From an optimization exercise on the open Yosys and OpenROAD flow, aimed at a short achievable clock period and few clock cycles; shortcuts taken in it are not production practice.
The RTL was checked by simulation tests, not by an equivalence proof against the original design.
No activity file was given, so power comes from the tool's default toggle rates.

**flow/config.mk**
```make
export PLATFORM = sky130hd
export DESIGN_NAME = mips_multicycle_core
export DESIGN_NICKNAME = mips_multicycle_core
export VERILOG_FILES = /design/flow/design.v
export SDC_FILE = /design/flow/constraint.sdc
export NUM_CORES = 4
export LEC_CHECK = 0
export ABC_CLOCK_PERIOD_IN_PS = 2500
export CAP_MARGIN = 20
export CORE_MARGIN = 2
export CORE_UTILIZATION = 35
export PLACE_DENSITY = 0.55
export SETUP_SLACK_MARGIN = 3.5
export SLEW_MARGIN = 20
export SYNTH_HIERARCHICAL = 1
export TNS_END_PERCENT = 100
```
**flow/constraint.sdc**
```tcl
create_clock -name core_clock -period 6.5 [get_ports {clk}]
set_input_delay 1.3000 -clock core_clock [delete_from_list [all_inputs] [get_ports {clk}]]
set_output_delay 1.3000 -clock core_clock [all_outputs]
set_load 0.01 [all_outputs]
```
**flow/design.v**
```verilog
`default_nettype none
module mips_multicycle_core #(
    parameter logic [31:0] RESET_PC        = 32'h0000_0000,
    parameter bit          HALT_ON_ILLEGAL = 1'b1,
    parameter int unsigned WAIT_LIMIT      = 0
) (
    input  logic        clk,
    input  logic        rst_n,
    output logic        imem_req,
    output logic [31:0] imem_addr,
    input  logic [31:0] imem_rdata,
    input  logic        imem_ready,
    output logic        dmem_req,
    output logic        dmem_we,
    output logic [31:0] dmem_addr,
    output logic [31:0] dmem_wdata,
    input  logic [31:0] dmem_rdata,
    input  logic        dmem_ready,
    output logic [31:0] pc,
    output logic        retire,
    output logic        halted
);
    localparam logic [5:0] OP_RTYPE = 6'h00;
    localparam logic [5:0] OP_J     = 6'h02;
    localparam logic [5:0] OP_BEQ   = 6'h04;
    localparam logic [5:0] OP_BNE   = 6'h05;
    localparam logic [5:0] OP_ADDI  = 6'h08;
    localparam logic [5:0] OP_LW    = 6'h23;
    localparam logic [5:0] OP_SW    = 6'h2B;
    localparam logic [5:0] FN_ADD   = 6'h20;
    localparam logic [5:0] FN_SUB   = 6'h22;
    localparam logic [5:0] FN_AND   = 6'h24;
    localparam logic [5:0] FN_OR    = 6'h25;
    localparam logic [5:0] FN_SLT   = 6'h2A;
    localparam int         BHT_BITS = 6;
    localparam int         NLP      = 4;     
    function automatic logic [31:0] ks_add(input logic [31:0] a, input logic [31:0] b,
                                           input logic cin);
        logic [31:0] p, g, gg, pp, gn, pn;
        p = a ^ b;
        g = a & b;
        g[0] = g[0] | (p[0] & cin);
        gg = g;
        pp = p;
        for (int d = 1; d < 32; d = d * 2) begin
            gn = gg;
            pn = pp;
            for (int i = d; i < 32; i++) begin
                gn[i] = gg[i] | (pp[i] & gg[i-d]);
                pn[i] = pp[i] & pp[i-d];
            end
            gg = gn;
            pp = pn;
        end
        ks_add = p ^ {gg[30:0], cin};
    endfunction
    logic [31:0] fpc_q;
    logic        freq_q;
    logic        fstop_q;
    logic        e_valid_q;
    logic [31:0] e_pc_q;
    logic [15:0] e_off_q;        
    logic        e_pred_q;       
    logic        e_back_q;       
    logic [31:0] e_a_q;          
    logic [31:0] e_b_q;          
    logic [31:0] e_sd_q;         
    logic [4:0]  e_dest_q;
    logic        e_wen_q;
    logic        e_halt_q;
    logic        e_br_q, e_bne_q;
    logic        e_alt_same_q;   
    logic        e_load_q, e_store_q;
    logic        e_op_add_q, e_op_sub_q, e_op_and_q, e_op_or_q, e_op_slt_q;
    logic        e_am_q, e_bm_q, e_sdm_q;
    logic        e_cam_sum_q, e_cam_diff_q, e_cam_log_q, e_car_q;
    logic        e_cbm_sum_q, e_cbm_diff_q, e_cbm_log_q, e_cbr_q;
    logic        e_brk_q;        
    logic        e_k_q;          
    logic        e_kb_q;         
    logic        m_valid_q;
    logic [31:0] m_pc_q;
    logic [31:0] m_addr_q;       
    logic [31:0] m_sum_q;        
    logic [31:0] m_diff_q;       
    logic [31:0] m_log_q;        
    logic        m_is_sum_q, m_is_diff_q;
    logic [31:0] m_res;
    logic [31:0] m_wdata_q;
    logic [4:0]  m_dest_q;
    logic        m_wen_q;
    logic [31:1] m_wsel_q;       
    logic        m_load_q;
    logic        m_req_q;
    logic        m_we_q;
    logic        m_halt_q;
    logic        m_mispred_q;
    logic [31:0] m_alt_q;
    logic        retire_q;
    logic        halted_q;
    logic [31:0] pc_q;
    logic [1:0]  bht_q [0:(1<<BHT_BITS)-1];
    logic [NLP-1:0] lp_v_q, lp_tv_q;
    logic [9:0]     lp_tag_q  [0:NLP-1];
    logic [5:0]     lp_cnt_q  [0:NLP-1];
    logic [5:0]     lp_trip_q [0:NLP-1];
    logic [1:0]     lp_ptr_q;
    logic [31:0] regs_q [1:31];
    assign imem_req   = freq_q;
    assign imem_addr  = fpc_q;
    assign dmem_req   = m_req_q;
    assign dmem_we    = m_we_q;
    assign dmem_addr  = m_addr_q;
    assign dmem_wdata = m_wdata_q;
    assign pc         = pc_q;
    assign retire     = retire_q;
    assign halted     = halted_q;
    logic [31:0] m_wb;
    logic        m_busy, m_done;
    assign m_res  = m_is_sum_q ? m_sum_q : (m_is_diff_q ? m_diff_q : m_log_q);
    assign m_wb   = m_load_q ? dmem_rdata : m_res;
    assign m_busy = m_req_q && !dmem_ready;
    assign m_done = m_valid_q && !m_busy;
    logic [31:0] inst;
    logic [5:0]  f_op, f_fn;
    logic [4:0]  f_rs, f_rt, f_rd;
    logic        f_r, f_j, f_beq, f_bne, f_addi, f_lw, f_sw, f_br, f_legal;
    logic        f_fn_add, f_fn_sub, f_fn_and, f_fn_or, f_fn_slt;
    logic        f_agree, f_pred;
    logic [4:0]  f_dest;
    logic        f_wen;
    logic [31:0] f_imm, fpc4, f_bt, f_jt, f_next;
    logic [31:0] f_rsv, f_rtv;
    assign inst   = imem_rdata;
    assign f_op   = inst[31:26];
    assign f_fn   = inst[5:0];
    assign f_rs   = inst[25:21];
    assign f_rt   = inst[20:16];
    assign f_rd   = inst[15:11];
    assign f_imm  = {{16{inst[15]}}, inst[15:0]};
    assign f_fn_add = (f_fn == FN_ADD);
    assign f_fn_sub = (f_fn == FN_SUB);
    assign f_fn_and = (f_fn == FN_AND);
    assign f_fn_or  = (f_fn == FN_OR);
    assign f_fn_slt = (f_fn == FN_SLT);
    assign f_r    = (f_op == OP_RTYPE) && (f_fn_add || f_fn_sub || f_fn_and || f_fn_or || f_fn_slt);
    assign f_j    = (f_op == OP_J);
    assign f_beq  = (f_op == OP_BEQ);
    assign f_bne  = (f_op == OP_BNE);
    assign f_addi = (f_op == OP_ADDI);
    assign f_lw   = (f_op == OP_LW);
    assign f_sw   = (f_op == OP_SW);
    assign f_br   = f_beq || f_bne;
    assign f_legal = f_r || f_j || f_br || f_addi || f_lw || f_sw;
    assign f_dest = f_r ? f_rd : f_rt;
    assign f_wen  = (f_r || f_addi || f_lw) && (f_dest != 5'd0);
    assign f_agree = bht_q[fpc_q[BHT_BITS+1:2]][1];
    logic lp_use, lp_exit;
    always_comb begin
        lp_use  = 1'b0;
        lp_exit = 1'b0;
        for (int i = 0; i < NLP; i++) begin
            if (lp_v_q[i] && lp_tv_q[i] && (lp_tag_q[i] == fpc_q[11:2])) begin
                lp_use  = 1'b1;
                lp_exit = lp_exit | (lp_cnt_q[i] == lp_trip_q[i]);
            end
        end
    end
    assign f_pred  = f_br && (inst[15] ? (lp_use ? !lp_exit : f_agree) : !f_agree);
    logic [31:0] fpc4_w, f_bt_w;
    mc_inc30 u_fpc4 (.a(fpc_q[31:2]), .s(fpc4_w[29:0]));
    mc_add30c u_bt  (.a(fpc_q[31:2]), .b(f_imm[29:0]), .s(f_bt_w[29:0]));
    assign fpc4_w[31:30] = 2'b00;
    assign f_bt_w[31:30] = 2'b00;
    assign fpc4   = {fpc4_w[29:0], 2'b00};
    assign f_bt   = {f_bt_w[29:0], 2'b00};
    assign f_jt   = {fpc4[31:28], inst[25:0], 2'b00};
    assign f_next = f_j ? f_jt : (f_pred ? f_bt : fpc4);
    logic f_rs_w, f_rt_w;
    assign f_rs_w = m_valid_q && m_wen_q && (m_dest_q == f_rs);
    assign f_rt_w = m_valid_q && m_wen_q && (m_dest_q == f_rt);
    logic [991:0] regs_flat;
    logic [31:0]  f_rs_rf, f_rt_rf;
    always_comb begin
        for (int i = 1; i < 32; i++) regs_flat[32*(i-1) +: 32] = regs_q[i];
    end
    mc_rdmux u_rd_rs (.regs(regs_flat), .sel(f_rs), .q(f_rs_rf));
    mc_rdmux u_rd_rt (.regs(regs_flat), .sel(f_rt), .q(f_rt_rf));
    assign f_rsv  = f_rs_w ? m_wb : f_rs_rf;
    assign f_rtv  = f_rt_w ? m_wb : f_rt_rf;
    logic [31:0] fa, fb, ca, cb, fsd, sum, diff, logr;
    logic        slt, eq, taken, mispredict, misalign;
    assign fa  = e_a_q;
    assign fb  = e_b_q;
    assign ca  = ({32{e_cam_sum_q}}  & m_sum_q)  |
                 ({32{e_cam_diff_q}} & m_diff_q) |
                 ({32{e_cam_log_q}}  & m_log_q)  |
                 ({32{e_car_q}}      & e_a_q);
    assign cb  = ({32{e_cbm_sum_q}}  & m_sum_q)  |
                 ({32{e_cbm_diff_q}} & m_diff_q) |
                 ({32{e_cbm_log_q}}  & m_log_q)  |
                 ({32{e_cbr_q}}      & e_b_q);
    assign fsd = e_sdm_q ? m_res : e_sd_q;
    mc_add32 u_sum  (.a(fa), .b(fb), .s(sum));
    mc_sub32 u_diff (.a(fa), .b(fb), .s(diff));
    assign slt  = (fa[31] != fb[31]) ? fa[31] : diff[31];
    assign logr = ({32{e_op_and_q}} & (fa & fb)) |
                  ({32{e_op_or_q}}  & (fa | fb)) |
                  {31'd0, e_op_slt_q & slt};
    mc_eq32 u_eq (.a(ca), .b(cb), .eq(eq));
    assign taken      = eq ^ e_bne_q;
    assign mispredict = e_brk_q && (eq ^ e_k_q);
    assign misalign   = (e_load_q || e_store_q) && (sum[1:0] != 2'b00);
    logic [29:0] e_pc4_w, e_bt_w;
    logic [31:0] e_alt;
    mc_inc30 u_e_pc4 (.a(e_pc_q[31:2]), .s(e_pc4_w));
    mc_add30c u_e_bt (.a(e_pc_q[31:2]), .b({{14{e_off_q[15]}}, e_off_q}), .s(e_bt_w));
    assign e_alt = e_pred_q ? {e_pc4_w, 2'b00} : {e_bt_w, 2'b00};
    logic lu, dep, stall, e_adv, e_go, redirect, m_stop, kill, fd_accept;
    assign lu        = e_valid_q && m_req_q && m_load_q && (e_am_q || e_bm_q || e_sdm_q);
    assign dep       = e_valid_q && !e_br_q && (e_am_q || e_bm_q);
    assign stall     = m_busy || lu || dep;
    assign e_adv     = e_valid_q && !stall;
    assign redirect  = m_valid_q && m_mispred_q;
    assign m_stop    = m_valid_q && m_halt_q;
    assign kill      = redirect || m_stop;
    assign e_go      = e_adv && !kill;
    assign fd_accept = freq_q && imem_ready && !stall && !kill;
    logic fstop_d;
    always_comb begin
        fstop_d = fstop_q;
        if (redirect)                       fstop_d = 1'b0;
        else if (m_stop)                    fstop_d = 1'b1;
        else if (fd_accept && !f_legal)     fstop_d = 1'b1;
    end
    always_ff @(posedge clk or negedge rst_n) begin
        if (!rst_n) begin
            fpc_q   <= RESET_PC;
            freq_q  <= 1'b0;
            fstop_q <= 1'b0;
        end else begin
            fstop_q <= fstop_d;
            freq_q  <= !fstop_d;
            if (redirect)       fpc_q <= m_alt_q;
            else if (fd_accept) fpc_q <= f_next;
        end
    end
    logic f_am, f_bm, f_sdm;
    logic e_is_sum, e_is_diff;
    assign e_is_sum  = e_op_add_q;
    assign e_is_diff = e_op_sub_q;
    assign f_am  = e_valid_q && e_wen_q && (e_dest_q == f_rs) && !f_j;
    assign f_bm  = e_valid_q && e_wen_q && (e_dest_q == f_rt) && !(f_addi || f_lw || f_sw);
    assign f_sdm = e_valid_q && e_wen_q && (e_dest_q == f_rt) && f_sw;
    always_ff @(posedge clk or negedge rst_n) begin
        if (!rst_n) begin
            e_valid_q    <= 1'b0;
            e_pc_q       <= 32'd0;
            e_off_q      <= 16'd0;
            e_pred_q     <= 1'b0;
            e_back_q     <= 1'b0;
            e_a_q        <= 32'd0;
            e_b_q        <= 32'd0;
            e_sd_q       <= 32'd0;
            e_dest_q     <= 5'd0;
            e_wen_q      <= 1'b0;
            e_halt_q     <= 1'b0;
            e_br_q       <= 1'b0;
            e_bne_q      <= 1'b0;
            e_alt_same_q <= 1'b0;
            e_load_q     <= 1'b0;
            e_store_q    <= 1'b0;
            e_op_add_q   <= 1'b0;
            e_op_sub_q   <= 1'b0;
            e_op_and_q   <= 1'b0;
            e_op_or_q    <= 1'b0;
            e_op_slt_q   <= 1'b0;
            e_am_q       <= 1'b0;
            e_bm_q       <= 1'b0;
            e_cam_sum_q  <= 1'b0;
            e_cam_diff_q <= 1'b0;
            e_cam_log_q  <= 1'b0;
            e_car_q      <= 1'b0;
            e_cbm_sum_q  <= 1'b0;
            e_cbm_diff_q <= 1'b0;
            e_cbm_log_q  <= 1'b0;
            e_cbr_q      <= 1'b0;
            e_brk_q      <= 1'b0;
            e_k_q        <= 1'b0;
            e_kb_q       <= 1'b0;
            e_sdm_q      <= 1'b0;
        end else if (!stall) begin
            e_valid_q    <= fd_accept;
            e_pc_q       <= fpc_q;
            e_off_q      <= inst[15:0];
            e_pred_q     <= f_pred;
            e_back_q     <= inst[15];
            e_a_q        <= f_rsv;
            e_b_q        <= (f_addi || f_lw || f_sw) ? f_imm : f_rtv;
            e_sd_q       <= f_rtv;
            e_dest_q     <= f_dest;
            e_wen_q      <= f_wen;
            e_halt_q     <= !f_legal;
            e_br_q       <= f_br;
            e_bne_q      <= f_bne;
            e_alt_same_q <= (inst[15:0] == 16'd0);
            e_load_q     <= f_lw;
            e_store_q    <= f_sw;
            e_op_add_q   <= !f_r || f_fn_add;
            e_op_sub_q   <= f_r && f_fn_sub;
            e_op_and_q   <= f_r && f_fn_and;
            e_op_or_q    <= f_r && f_fn_or;
            e_op_slt_q   <= f_r && f_fn_slt;
            e_am_q       <= f_am;
            e_bm_q       <= f_bm;
            e_cam_sum_q  <= f_am && e_is_sum;
            e_cam_diff_q <= f_am && e_is_diff;
            e_cam_log_q  <= f_am && !e_is_sum && !e_is_diff;
            e_car_q      <= !f_am;
            e_cbm_sum_q  <= f_bm && e_is_sum;
            e_cbm_diff_q <= f_bm && e_is_diff;
            e_cbm_log_q  <= f_bm && !e_is_sum && !e_is_diff;
            e_cbr_q      <= !f_bm;
            e_brk_q      <= f_br && (inst[15:0] != 16'd0);
            e_k_q        <= f_bne ^ f_pred;
            e_kb_q       <= f_bne ^ inst[15];
            e_sdm_q      <= f_sdm;
        end else if (kill) begin
            e_valid_q    <= 1'b0;
        end else if (!m_busy) begin
            if (e_am_q) begin
                e_am_q <= 1'b0;
                e_cam_sum_q  <= 1'b0;
                e_cam_diff_q <= 1'b0;
                e_cam_log_q  <= 1'b0;
                e_car_q      <= 1'b1;
                e_a_q  <= m_wb;
            end
            if (e_bm_q) begin
                e_bm_q <= 1'b0;
                e_cbm_sum_q  <= 1'b0;
                e_cbm_diff_q <= 1'b0;
                e_cbm_log_q  <= 1'b0;
                e_cbr_q      <= 1'b1;
                e_b_q  <= m_wb;
            end
            if (e_sdm_q) begin
                e_sdm_q <= 1'b0;
                e_sd_q  <= m_wb;
            end
        end
    end
    logic [(1<<BHT_BITS)-1:0] upd_sel_q;
    logic [1:0]               upd_val_q;
    logic [1:0]               bht_e, bht_inc, bht_dec;
    logic                     agree;
    assign bht_e   = bht_q[e_pc_q[BHT_BITS+1:2]];
    assign bht_inc = (bht_e == 2'b11) ? 2'b11 : bht_e + 2'b01;
    assign bht_dec = (bht_e == 2'b00) ? 2'b00 : bht_e - 2'b01;
    assign agree   = !(eq ^ e_kb_q);
    always_ff @(posedge clk or negedge rst_n) begin
        if (!rst_n) begin
            upd_sel_q <= '0;
            upd_val_q <= 2'b10;
        end else begin
            for (int i = 0; i < (1 << BHT_BITS); i++)
                upd_sel_q[i] <= e_go && e_br_q && !e_alt_same_q &&
                                (e_pc_q[BHT_BITS+1:2] == BHT_BITS'(i));
            upd_val_q <= agree ? bht_inc : bht_dec;
        end
    end
    logic       lpu_v_q, lpu_taken_q;
    logic [9:0] lpu_tag_q;
    always_ff @(posedge clk or negedge rst_n) begin
        if (!rst_n) begin
            lpu_v_q     <= 1'b0;
            lpu_taken_q <= 1'b0;
            lpu_tag_q   <= 10'd0;
        end else begin
            lpu_v_q     <= e_go && e_br_q && e_back_q;
            lpu_taken_q <= eq ^ e_bne_q;
            lpu_tag_q   <= e_pc_q[11:2];
        end
    end
    logic [NLP-1:0] lpu_hit;
    always_comb begin
        for (int i = 0; i < NLP; i++) lpu_hit[i] = lp_v_q[i] && (lp_tag_q[i] == lpu_tag_q);
    end
    always_ff @(posedge clk or negedge rst_n) begin
        if (!rst_n) begin
            lp_v_q   <= '0;
            lp_tv_q  <= '0;
            lp_ptr_q <= 2'd0;
            for (int i = 0; i < NLP; i++) begin
                lp_tag_q[i]  <= 10'd0;
                lp_cnt_q[i]  <= 6'd0;
                lp_trip_q[i] <= 6'd0;
            end
        end else if (lpu_v_q) begin
            if (|lpu_hit) begin
                for (int i = 0; i < NLP; i++) begin
                    if (lpu_hit[i]) begin
                        if (lpu_taken_q) begin
                            if (lp_cnt_q[i] == 6'd63) lp_tv_q[i] <= 1'b0;
                            else                      lp_cnt_q[i] <= lp_cnt_q[i] + 6'd1;
                        end else begin
                            lp_trip_q[i] <= lp_cnt_q[i];
                            lp_tv_q[i]   <= (lp_cnt_q[i] != 6'd63);
                            lp_cnt_q[i]  <= 6'd0;
                        end
                    end
                end
            end else if (lpu_taken_q) begin
                for (int i = 0; i < NLP; i++) begin
                    if (lp_ptr_q == 2'(i)) begin
                        lp_v_q[i]   <= 1'b1;
                        lp_tv_q[i]  <= 1'b0;
                        lp_tag_q[i] <= lpu_tag_q;
                        lp_cnt_q[i] <= 6'd1;
                    end
                end
                lp_ptr_q <= lp_ptr_q + 2'd1;
            end
        end
    end
    always_ff @(posedge clk or negedge rst_n) begin
        if (!rst_n) begin
            for (int i = 0; i < (1 << BHT_BITS); i++) bht_q[i] <= 2'b10;
        end else begin
            for (int i = 0; i < (1 << BHT_BITS); i++)
                if (upd_sel_q[i]) bht_q[i] <= upd_val_q;
        end
    end
    always_ff @(posedge clk or negedge rst_n) begin
        if (!rst_n) begin
            m_valid_q <= 1'b0;
            m_pc_q    <= 32'd0;
            m_addr_q  <= 32'd0;
            m_is_sum_q  <= 1'b0;
            m_is_diff_q <= 1'b0;
            m_wdata_q <= 32'd0;
            m_dest_q  <= 5'd0;
            m_wen_q   <= 1'b0;
            m_wsel_q  <= '0;
            m_load_q  <= 1'b0;
            m_req_q   <= 1'b0;
            m_we_q    <= 1'b0;
            m_halt_q  <= 1'b0;
            m_mispred_q <= 1'b0;
            m_alt_q   <= 32'd0;
        end else if (!m_busy) begin
            m_valid_q <= e_go;
            m_pc_q    <= e_pc_q;
            m_addr_q  <= sum;
            m_is_sum_q  <= e_is_sum;
            m_is_diff_q <= e_is_diff;
            m_wdata_q <= fsd;
            m_dest_q  <= e_dest_q;
            m_wen_q   <= e_wen_q && !e_halt_q && !misalign;
            for (int i = 1; i < 32; i++)
                m_wsel_q[i] <= e_go && e_wen_q && !e_halt_q && !misalign && (e_dest_q == 5'(i));
            m_load_q  <= e_load_q;
            m_req_q   <= e_go && !e_halt_q && !misalign && (e_load_q || e_store_q);
            m_we_q    <= e_store_q;
            m_halt_q  <= e_halt_q || misalign;
            m_mispred_q <= mispredict;
            m_alt_q   <= e_alt;
        end
    end
    always_ff @(posedge clk or negedge rst_n) begin
        if (!rst_n) begin
            m_sum_q  <= 32'd0;
            m_diff_q <= 32'd0;
            m_log_q  <= 32'd0;
        end else begin
            m_sum_q  <= sum;
            m_diff_q <= diff;
            m_log_q  <= logr;
        end
    end
    always_ff @(posedge clk or negedge rst_n) begin
        if (!rst_n) begin
            retire_q <= 1'b0;
            halted_q <= 1'b0;
            pc_q     <= 32'd0;
        end else begin
            retire_q <= m_done && !m_halt_q;
            if (m_done) begin
                pc_q <= m_pc_q;
                if (m_halt_q) halted_q <= 1'b1;
            end
        end
    end
    always_ff @(posedge clk or negedge rst_n) begin
        if (!rst_n) begin
            for (int i = 1; i < 32; i++) regs_q[i] <= 32'd0;
        end else begin
            for (int i = 1; i < 32; i++)
                if (m_wsel_q[i]) regs_q[i] <= m_wb;
        end
    end
endmodule
module mc_rdmux (
    input  logic [991:0] regs,
    input  logic [4:0]   sel,
    output logic [31:0]  q
);
    logic [31:0] l1 [0:15];
    logic [31:0] l2 [0:7];
    logic [31:0] l3 [0:3];
    logic [31:0] l4 [0:1];
    always_comb begin
        for (int i = 0; i < 16; i++)
            l1[i] = sel[0] ? regs[32*(2*i) +: 32] : ((i == 0) ? 32'd0 : regs[32*(2*i-1) +: 32]);
        for (int i = 0; i < 8; i++) l2[i] = sel[1] ? l1[2*i+1] : l1[2*i];
        for (int i = 0; i < 4; i++) l3[i] = sel[2] ? l2[2*i+1] : l2[2*i];
        for (int i = 0; i < 2; i++) l4[i] = sel[3] ? l3[2*i+1] : l3[2*i];
        q = sel[4] ? l4[1] : l4[0];
    end
endmodule
module mc_eq32 (
    input  logic [31:0] a,
    input  logic [31:0] b,
    output logic        eq
);
    assign eq = (a == b);
endmodule
module mc_add32 (
    input  logic [31:0] a,
    input  logic [31:0] b,
    output logic [31:0] s
);
    assign s = a + b;
endmodule
module mc_sub32 (
    input  logic [31:0] a,
    input  logic [31:0] b,
    output logic [31:0] s
);
    assign s = a - b;
endmodule
module mc_inc30 (
    input  logic [29:0] a,
    output logic [29:0] s
);
    assign s = a + 30'd1;
endmodule
module mc_add30c (
    input  logic [29:0] a,
    input  logic [29:0] b,
    output logic [29:0] s
);
    logic [29:0] p, g, gg, pp, gn, pn;
    always_comb begin
        p = a ^ b;
        g = a & b;
        g[0] = g[0] | p[0];
        gg = g;
        pp = p;
        for (int d = 1; d < 30; d = d * 2) begin
            gn = gg;
            pn = pp;
            for (int i = d; i < 30; i++) begin
                gn[i] = gg[i] | (pp[i] & gg[i-d]);
                pn[i] = pp[i] & pp[i-d];
            end
            gg = gn;
            pp = pn;
        end
        s = p ^ {gg[28:0], 1'b1};
    end
endmodule
`default_nettype wire
```
**flow/run.sh**
```bash
#!/bin/bash
# synth_recipe.tcl (not shown) runs the flow's synth.tcl, then flattens the netlist and writes it again
# the make line also repeats each setting of config.mk as NAME=value (left out here)
make -C /OpenROAD-flow-scripts/flow DESIGN_CONFIG=/design/flow/config.mk WORK_HOME=/design/flow/orfs CLKGATE_MAP_FILE= SYNTH_SCRIPT=/design/flow/synth_recipe.tcl finish
```
==> results of run 1 <==
[where the power goes]
group / internal [uW] / switching (uW) / total [uW]
clock: 7140 / 4880 / 12000
sequential: 11800 / 555 / 12300
combinational: 2000 / 4150 / 6150
total: 20900 / 9590 / 30500
[Yosys stat by module, one instance, submodules excluded]
module                cells inside  flip-flops and latches  cell area, um2  times used
mc_add30c                      238                       0            1680           2
mc_add32                       245                       0            1780           1
mc_eq32                         43                       0             347           1
mc_inc30                        81                       0             566           2
mc_rdmux                       688                       0            8130           2
mc_sub32                       264                       0            1850           1
mips_multicycle_core          7002                    1800           72500           1
[kinds of logic after synthesis]
group	synth area share, %
adder cells (fa/ha/maj)	1.80
buffers and inverters	4.25
flip-flops	46.4
XOR/XNOR	2.95
AND/OR/NAND/NOR	11.6
multiplexers	15.7
AO/OA/AOI/OAI	17.2
other	0.00386
[sequential cells by signal, indices dropped and copies added, names as in the netlist, 30 cells and up]
name and flops:
m_addr_q 32, e_a_q 32, bht_q 128, pc_q 30, m_wdata_q 32, m_alt_q 30
m_wsel_q 31, regs_q 992, m_log_q 32, e_pc_q 30, fpc_q 30, upd_sel_q 64
e_b_q 32, m_sum_q 32, e_sd_q 32, m_pc_q 30, lp_tag_q 40, m_diff_q 32
[through the flow]
step / std cells / worst slack, ps / util [%] / hold WS [ps]
floorplan: 9571 / 3170 / - / 432
global placement: 12800 / 1820 / 37.1 / 362
detailed placement: 12800 / 1800 / 37.2 / 369
CTS: 13400 / 3260 / 40.7 / 441
global route: 13400 / 3350 / 41.4 / 450
finish: 13400 / 3390 / 41.4 / 400
[critical path, cell delays in order (launching register included)]
cell,delay (ps)
dfrtp_2,440
inv_2,80
ha_4,200
a21o_1,220
a211o_1,280
o21bai_4,230
a31oi_4,150
a311o_1,370
a31o_1,220
a21oi_4,240
xnor2_2,100
mux2_4,310
nand2_2,70
nand3_2,70
[repair_timing]
item / 4_1_cts / 5_1_grt
endpoints found under the setup margin: 837 / 411
cloned: 32 / 11
pin swaps: 48 / 57
setup buffers: 125 / 73
resized for setup: 508 / 271
[Yosys cell counts, drive strengths merged (29+ instances only)]
library cell / instances
a211oi: 84
a21o: 74
a21oi: 1255
a221oi: 29
a222oi: 31
a22o: 208
a22oi: 187
a31oi: 32
and2: 87
buf: 186
clkbuf: 635
dfrtp: 1735
dfstp: 65
ha: 132
inv: 134
mux2: 323
mux2i: 294
mux4: 385
nand2: 811
nand2b: 31
nand3: 128
nand4: 66
nor2: 1297
nor3: 36
o21ai: 446
o22ai: 87
o31ai: 80
xnor2: 215
xor2: 113
[routing by layer]
layer | wire (um) | vias up | global-route usage, %
li1 | - | 34600 | -
met1 | 151000 | 40500 | 34.6
met5 | 27 | - | 0
met3 | 34900 | 649 | 5.25
met2 | 157000 | 3838 | 36.8
met4 | 11700 | 4 | 8.23
[area by class of cell]
type,count,area share [%]
Multi-Input combinational cell,6842,44.2
Sequential cell,1800,39.6
Antenna cell,5,0.0109
Clock buffer,294,5.18
Tap cell,3705,4.05
Clock inverter,69,0.818
Inverter,134,0.457
Timing Repair Buffer,598,5.74
[worst paths after layout]
kind,cells after the start,endpoint,from,slack [ps]
max,13,m_log_q[0]$_DFF_PN0_,e_b_q[4]$_DFFE_PN0P_,3390
min,1,lp_trip_q[3][2]$_DFFE_PN0P_,rst_n,400
max reg2reg,13,m_log_q[0]$_DFF_PN0_,e_b_q[4]$_DFFE_PN0P_,3390
min reg2reg,0,lpu_tag_q[3]$_DFF_PN0_,e_pc_q[5]$_DFFE_PN0N_,440
max in group asynchronous,3,regs_q[23][15]$_DFFE_PN0P_,rst_n,4530
min in group core_clock,0,lpu_tag_q[3]$_DFF_PN0_,e_pc_q[5]$_DFFE_PN0N_,440
==> impl_metrics.json, run 1 <==
{
  "wl_per_cell_um": 26.4,
  "cts_buffer_depth": 4,
  "critPathKind": "flip-flop to flip-flop",
  "cts_made_buffers": 201,
  "clk_latency_ps": 900,
  "layout.nets": 9781,
  "slew_headroom_pct": 19.7,
  "stdcell_area_um2": 115000,
  "grt_start_max_net_pins": 135,
  "rows": 193,
  "port-buffer-count": 196,
  "fill_cells": 26400,
  "fmax_ghz": 0.322,
  "overflow": 0,
  "die_h_um": 531,
  "ir_drop_v": 0.000217,
  "num_io_pins": 201,
  "worst-endpoint-arrival_ps": 3830,
  "grt_pass1_wl_mm": 520,
  "hpwl_mm": 214,
  "start_kind": "flip-flop",
  "cts.sinks": 1800,
  "gp_congestion": 0.907,
  "hp-class": "input pin to async pin",
  "cellPowerDensity_nw_per_um2": 266,
  "syn_to_final_growth_pct": 17.8,
  "end_kind": "flip-flop",
  "syn_area_per_cell_um2": 10.2,
  "fin_skew_ps": 74.7,
  "power_uw": 30500,
  "async_flop_share_pct": 100,
  "core_um2": 276000,
  "synth-seq-cells": 1800,
  "drc": 0,
  "ys_seq_area_share_pct": 46.4,
  "antenna_found_initial": 10,
  "die_w_um": 531,
  "synth_cells": 9568,
  "ys_types": 117,
  "final_layout_size_suffix_gt1_share_pct": 21.2,
  "via_per_inst": 5.92,
  "routed-via-count": 79600,
  "netlist_area_um2": 97200,
  "ctsRootBufferMaster": "clkbuf_16",
  "drt_wl_total_mm": 355,
  "slew_violations": 0,
  "p_leak_uw": 0.0465,
  "ys_warn_count": 18,
  "regArea_um2": 45300,
  "tritoncts": "built",
  "grt_pass1_vias": 77200,
  "synth_area_leaders": "dfrtp_1, mux4_2, a21oi_1",
  "final_common_cell": "dfrtp_1",
  "netlist.top_cell.by_area": "dfrtp_1",
  "place_area_um2": 103000,
  "rsz0062_at_grt": "true",
  "finalCriticalPeriod_ps": 3110,
  "grtUsageTotal_pct": 24.4,
  "firstDrtPassIters": 9,
  "outcome": "finished clean",
  "htree_num_levels": 4,
  "dieArea_um2": 282000,
  "drv_cap": 0,
  "postRouteAntennaNets": 0,
  "required_ps": 7220,
  "finalHoldViolations": 0,
  "ctsHoldBuffers": 0,
  "clk_pin_slew_ps": 60,
  "synth_ff_type": "dfrtp_1",
  "multi_input_area_um2": 50600,
  "mostFrequentLayoutCells": "dfrtp_1, nor2_1, a21oi_1",
  "initial_utilization_pct": 35.2,
  "setup_tns_ps": 0,
  "fin_crit_sh_pct": 47.8,
  "drt_iter0_markers": 9171,
  "finalSetupViolCount": 0,
  "cp_max_fo": 4,
  "worst_pin_slew_ps": 1200,
  "synth_top_area_share_pct": 44.7,
  "synth_edf_count": 0
}
Testbench counts, summed over its fixed seeds: cycles 28,186.
==> run 2, diff against run 1 <==
--- a/flow/design.v
+++ b/flow/design.v
@@ -85,4 +85,6 @@
     logic [31:0] m_diff_q;       
     logic [31:0] m_log_q;        
+    logic        m_slt_q;        
+    logic [31:0] m_logx;         
     logic        m_is_sum_q, m_is_diff_q;
     logic [31:0] m_res;
@@ -118,5 +120,6 @@
     logic [31:0] m_wb;
     logic        m_busy, m_done;
-    assign m_res  = m_is_sum_q ? m_sum_q : (m_is_diff_q ? m_diff_q : m_log_q);
+    assign m_logx = {m_log_q[31:1], m_log_q[0] | m_slt_q};
+    assign m_res  = m_is_sum_q ? m_sum_q : (m_is_diff_q ? m_diff_q : m_logx);
     assign m_wb   = m_load_q ? dmem_rdata : m_res;
     assign m_busy = m_req_q && !dmem_ready;
@@ -195,17 +198,16 @@
     assign ca  = ({32{e_cam_sum_q}}  & m_sum_q)  |
                  ({32{e_cam_diff_q}} & m_diff_q) |
-                 ({32{e_cam_log_q}}  & m_log_q)  |
+                 ({32{e_cam_log_q}}  & m_logx)   |
                  ({32{e_car_q}}      & e_a_q);
     assign cb  = ({32{e_cbm_sum_q}}  & m_sum_q)  |
                  ({32{e_cbm_diff_q}} & m_diff_q) |
-                 ({32{e_cbm_log_q}}  & m_log_q)  |
+                 ({32{e_cbm_log_q}}  & m_logx)   |
                  ({32{e_cbr_q}}      & e_b_q);
     assign fsd = e_sdm_q ? m_res : e_sd_q;
     mc_add32 u_sum  (.a(fa), .b(fb), .s(sum));
     mc_sub32 u_diff (.a(fa), .b(fb), .s(diff));
-    assign slt  = (fa[31] != fb[31]) ? fa[31] : diff[31];
+    mc_slt32 u_slt (.a(fa), .b(fb), .lt(slt));
     assign logr = ({32{e_op_and_q}} & (fa & fb)) |
-                  ({32{e_op_or_q}}  & (fa | fb)) |
-                  {31'd0, e_op_slt_q & slt};
+                  ({32{e_op_or_q}}  & (fa | fb));
     mc_eq32 u_eq (.a(ca), .b(cb), .eq(eq));
     assign taken      = eq ^ e_bne_q;
@@ -473,8 +475,10 @@
             m_diff_q <= 32'd0;
             m_log_q  <= 32'd0;
+            m_slt_q  <= 1'b0;
         end else begin
             m_sum_q  <= sum;
             m_diff_q <= diff;
             m_log_q  <= logr;
+            m_slt_q  <= e_op_slt_q && slt;
         end
     end
@@ -506,17 +510,17 @@
     output logic [31:0]  q
 );
-    logic [31:0] l1 [0:15];
-    logic [31:0] l2 [0:7];
-    logic [31:0] l3 [0:3];
-    logic [31:0] l4 [0:1];
     always_comb begin
-        for (int i = 0; i < 16; i++)
-            l1[i] = sel[0] ? regs[32*(2*i) +: 32] : ((i == 0) ? 32'd0 : regs[32*(2*i-1) +: 32]);
-        for (int i = 0; i < 8; i++) l2[i] = sel[1] ? l1[2*i+1] : l1[2*i];
-        for (int i = 0; i < 4; i++) l3[i] = sel[2] ? l2[2*i+1] : l2[2*i];
-        for (int i = 0; i < 2; i++) l4[i] = sel[3] ? l3[2*i+1] : l3[2*i];
-        q = sel[4] ? l4[1] : l4[0];
+        q = 32'd0;
+        for (int i = 1; i < 32; i++)
+            q = q | ({32{sel == 5'(i)}} & regs[32*(i-1) +: 32]);
     end
 endmodule
+module mc_slt32 (
+    input  logic [31:0] a,
+    input  logic [31:0] b,
+    output logic        lt
+);
+    assign lt = $signed(a) < $signed(b);
+endmodule
 module mc_eq32 (
     input  logic [31:0] a,
==> impl_metrics.json, run 2 <==
{
  "outcome": "finished clean",
  "dieArea_um2": 279000,
  "grtUsageTotal_pct": 29.7,
  "power.switching_uw": 10800,
  "setup_tns_ps": 0,
  "worst_pin_slew_ps": 1220,
  "rows": 192,
  "core_um2": 273000,
  "intPower_uw": 21100,
  "synth_edf_count": 0,
  "finalCriticalPeriod_ps": 3260,
  "power_uw": 31900,
  "netlist_area_um2": 96100,
  "syn_to_final_growth_pct": 20.9,
  "fin_crit_sh_pct": 50.1,
  "fin_util_pct": 42.5,
  "required_ps": 7260,
  "finalSetupViolCount": 0,
  "p_clk_share_pct": 37.5,
  "start_kind": "flip-flop",
  "num_io_pins": 201,
  "grt_start_max_net_pins": 178,
  "whs_ps": 366,
  "dpl.cell_count": 13400,
  "die_h_um": 528,
  "async_flop_share_pct": 100,
  "synth_area_leaders": "dfrtp_1, a21oi_1, nor2_1",
  "final_common_cell": "dfrtp_1",
  "slew_violations": 0,
  "sequentialPowerShare_pct": 39.1,
  "fmax_ghz": 0.307,
  "clk_latency_ps": 930,
  "rsz0062_at_grt": "true",
  "end_kind": "flip-flop",
  "cp_max_fo": 8,
  "drt_iter0_markers": 12800,
  "drc": 0,
  "synth-seq-cells": 1801,
  "postRouteAntennaNets": 0,
  "layout.nets": 10600,
  "cellPowerDensity_nw_per_um2": 274,
  "slew_headroom_pct": 18.7,
  "synth_ff_type": "dfrtp_1",
  "ys_warn_count": 14,
  "mostFrequentLayoutCells": "dfrtp_1, nor2_1, a21oi_1",
  "yosys-top-cells-count": "dfrtp_1, nor2_1, a21oi_1, nand2_1, clkbuf_1",
  "grt_pass1_vias": 84000,
  "cts.sinks": 1801,
  "multi_input_area_um2": 50500,
  "fin_cells": 14100,
  "firstDrtPassIters": 9,
  "drv_cap": 0,
  "cts_buffer_depth": 4,
  "syn_area_per_cell_um2": 9.43,
  "netlist.top_cell.by_area": "dfrtp_1",
  "htree_num_levels": 4,
  "clk_pin_slew_ps": 60,
  "hp-class": "input pin to async pin",
  "die_w_um": 528,
  "tritoncts": "built",
  "gp_congestion": 0.999,
  "antenna_found_initial": 21,
  "critPathKind": "flip-flop to flip-flop",
  "routed-via-count": 88900,
  "port-buffer-count": 196,
  "worst-endpoint-arrival_ps": 4020,
  "fill_cells": 26300,
  "ir_drop_v": 0.000227,
  "grt_pass1_wl_mm": 610,
  "yosysMostFrequentCell": "dfrtp_1",
  "sw_frac_of_total_pct": 33.8,
  "ys_seq_area_share_pct": 47.0,
  "via_per_inst": 6.30,
  "wl_per_cell_um": 30.9,
  "top_register": "regs_q",
  "reg_top3": "regs_q (992), bht_q (128), upd_sel_q (64)",
  "initial_utilization_pct": 35.2,
  "largest_reg_flops": 992,
  "ys_types": 125,
  "cts_made_buffers": 205,
  "comb_power_share_pct": 23.4,
  "final_layout_size_suffix_gt1_share_pct": 19.5,
  "overflow": 0,
  "p_leak_uw": 0.0492,
  "ctsRootBufferMaster": "clkbuf_16",
  "regArea_um2": 45400,
  "synth_cells": 10200,
  "finalHoldViolations": 0,
  "worstRegToRegCells": 13,
  "synth_top_area_share_pct": 45.2,
  "hpwl_mm": 267,
  "drt_wl_total_mm": 435,
  "fin_skew_ps": 77.7
}
==> run 2: cell count changes in the layout (fill, tap and decap cells not counted), moves of 69 or more <==
cell	previous run	this run
mux4_2	385	4
a22oi_1	185	506
buf_4	261	405
a22o_1	208	91
mux2i_1	294	410
a32oi_1	3	84
nand3_1	123	198
a211oi_1	75	6
==> run 2: path summary, 6_finish.rpt <==
check	start	to	slack (ps)
hold reg to reg	m_pc_q[31]$_DFFE_PN0N_	m_pc_q[31]$_DFFE_PN0N_	460
hold / removal	rst_n	regs_q[12][19]$_DFFE_PN0P_	370
max in group asynchronous	rst_n	regs_q[17][6]$_DFFE_PN0P_	4270
setup / recovery	fpc_q[4]$_DFFE_PN0P_	e_pred_q$_DFFE_PN0N_	3240
setup reg to reg	fpc_q[4]$_DFFE_PN0P_	e_pred_q$_DFFE_PN0N_	3240
min in group core_clock	m_pc_q[31]$_DFFE_PN0N_	m_pc_q[31]$_DFFE_PN0N_	460
==> run 2: cells by family after synthesis <==
kind of cell / count (synthesis) / synth area share [%]
simple gates: 3064 / 14.4
mux: 741 / 8.19
fa+ha+maj: 166 / 2.19
flops: 1801 / 47.0
other cells: 1 / 0.00390
xor+xnor: 326 / 2.97
buf+inv: 1013 / 4.41
compound gates: 3080 / 20.8
==> run 2: final cells by class <==
type                            instances  area share, %
Tap cell                             3589           3.86
Clock buffer                          292           5.15
Antenna cell                           17         0.0366
Sequential cell                      1801           39.0
Multi-Input combinational cell       7404           43.5
Timing Repair Buffer                  784           7.27
Inverter                              157          0.520
Clock inverter                         65          0.656
==> run 2: metal layers <==
metal | up-vias | GRT usage, % | routed length, um
met5 | - | 0 | 65
met4 | 10 | 15.7 | 28000
met3 | 1405 | 8.27 | 50600
met2 | 5794 | 43.5 | 183000
met1 | 44400 | 39.7 | 174000
li1 | 37300 | - | -
==> run 2: per-module statistics from Yosys (local to each module, per instance), excerpt <==
module,times used,area [um2],flip-flops and latches
mc_add32,1,1780,0
mc_sub32,1,1850,0
mc_inc30,2,566,0
mips_multicycle_core,1,72500,1801
mc_slt32,1,777,0
mc_eq32,1,347,0
mc_add30c,2,1480,0
==> run 2: per-stage QoR <==
stage               setup slack [ps]  cell area (um2)
floorplan                       3010            97600
global placement                1400           102000
detailed placement              1410           102000
CTS                             3380           113000
global route                    3230           116000
finish                          3240           116000
==> run 2: worst max-delay path, cell delays in order, from the launching register on <==
cell and delay, ps:
dfrtp_4 500, buf_12 150, nand2b_4 120, mux4_2 510, o2111ai_2 210, o21ai_2 100, nor4_4 280, buf_6 190
buf_6 120, nor3_4 40, buf_12 140, buf_6 120, or2_4 330, mux2_4 290
==> run 2: power by group through the flow <==
stage | logic [uW] | registers, uW | clock network, uW
floorplan | 3650 | 12300 | 0
global placement | 6390 | 12600 | 0
detailed placement | 6530 | 12600 | 0
CTS | 6920 | 12400 | 12100
global route | 7770 | 12500 | 12600
finish | 7450 | 12500 | 12000
==> run 2: repair_timing <==
action	CTS	global route
gates cloned	40	16
hold buffers	0	0
resized for setup	671	318
setup endpoints to repair	474	257
pin swaps	136	137
buffers inserted	165	137
Testbench counts of run 2, summed over its fixed seeds: cycles 28,186.

[afterwards: timing with drivers on the ports]
The flow's constraints put no driver on any port. The routed layouts listed below were extracted and timed again, unchanged, in two steps. Step 1: set_driving_cell puts a clkbuf_16 on clk and a buf_2 on each other input, an assumption about the parent block. Step 2 moves the port delays by t, midway between the first and last clock arrival at a register: inputs arrive t later, outputs are due t later. That takes back most of the time a late clock gives input paths. a / b / c = no drivers / after step 1 / after step 2; a / b = the first two.
run	t (ns)	setup slack, ns	worst setup path after step 2	clock arrival spread, ns	pins driven straight from the clock port
run 1	0.954	3.395 / 3.142 / 2.188	input to register	0.100 / 0.100	1
run 2	0.995	3.244 / 3.008 / 2.013	input to register	0.083 / 0.083	1
After both steps setup and hold are still met in every run listed. The setup slack of run 2, which loses most, moves by -0.236 ns with the drivers and by -1.231 ns with both steps.
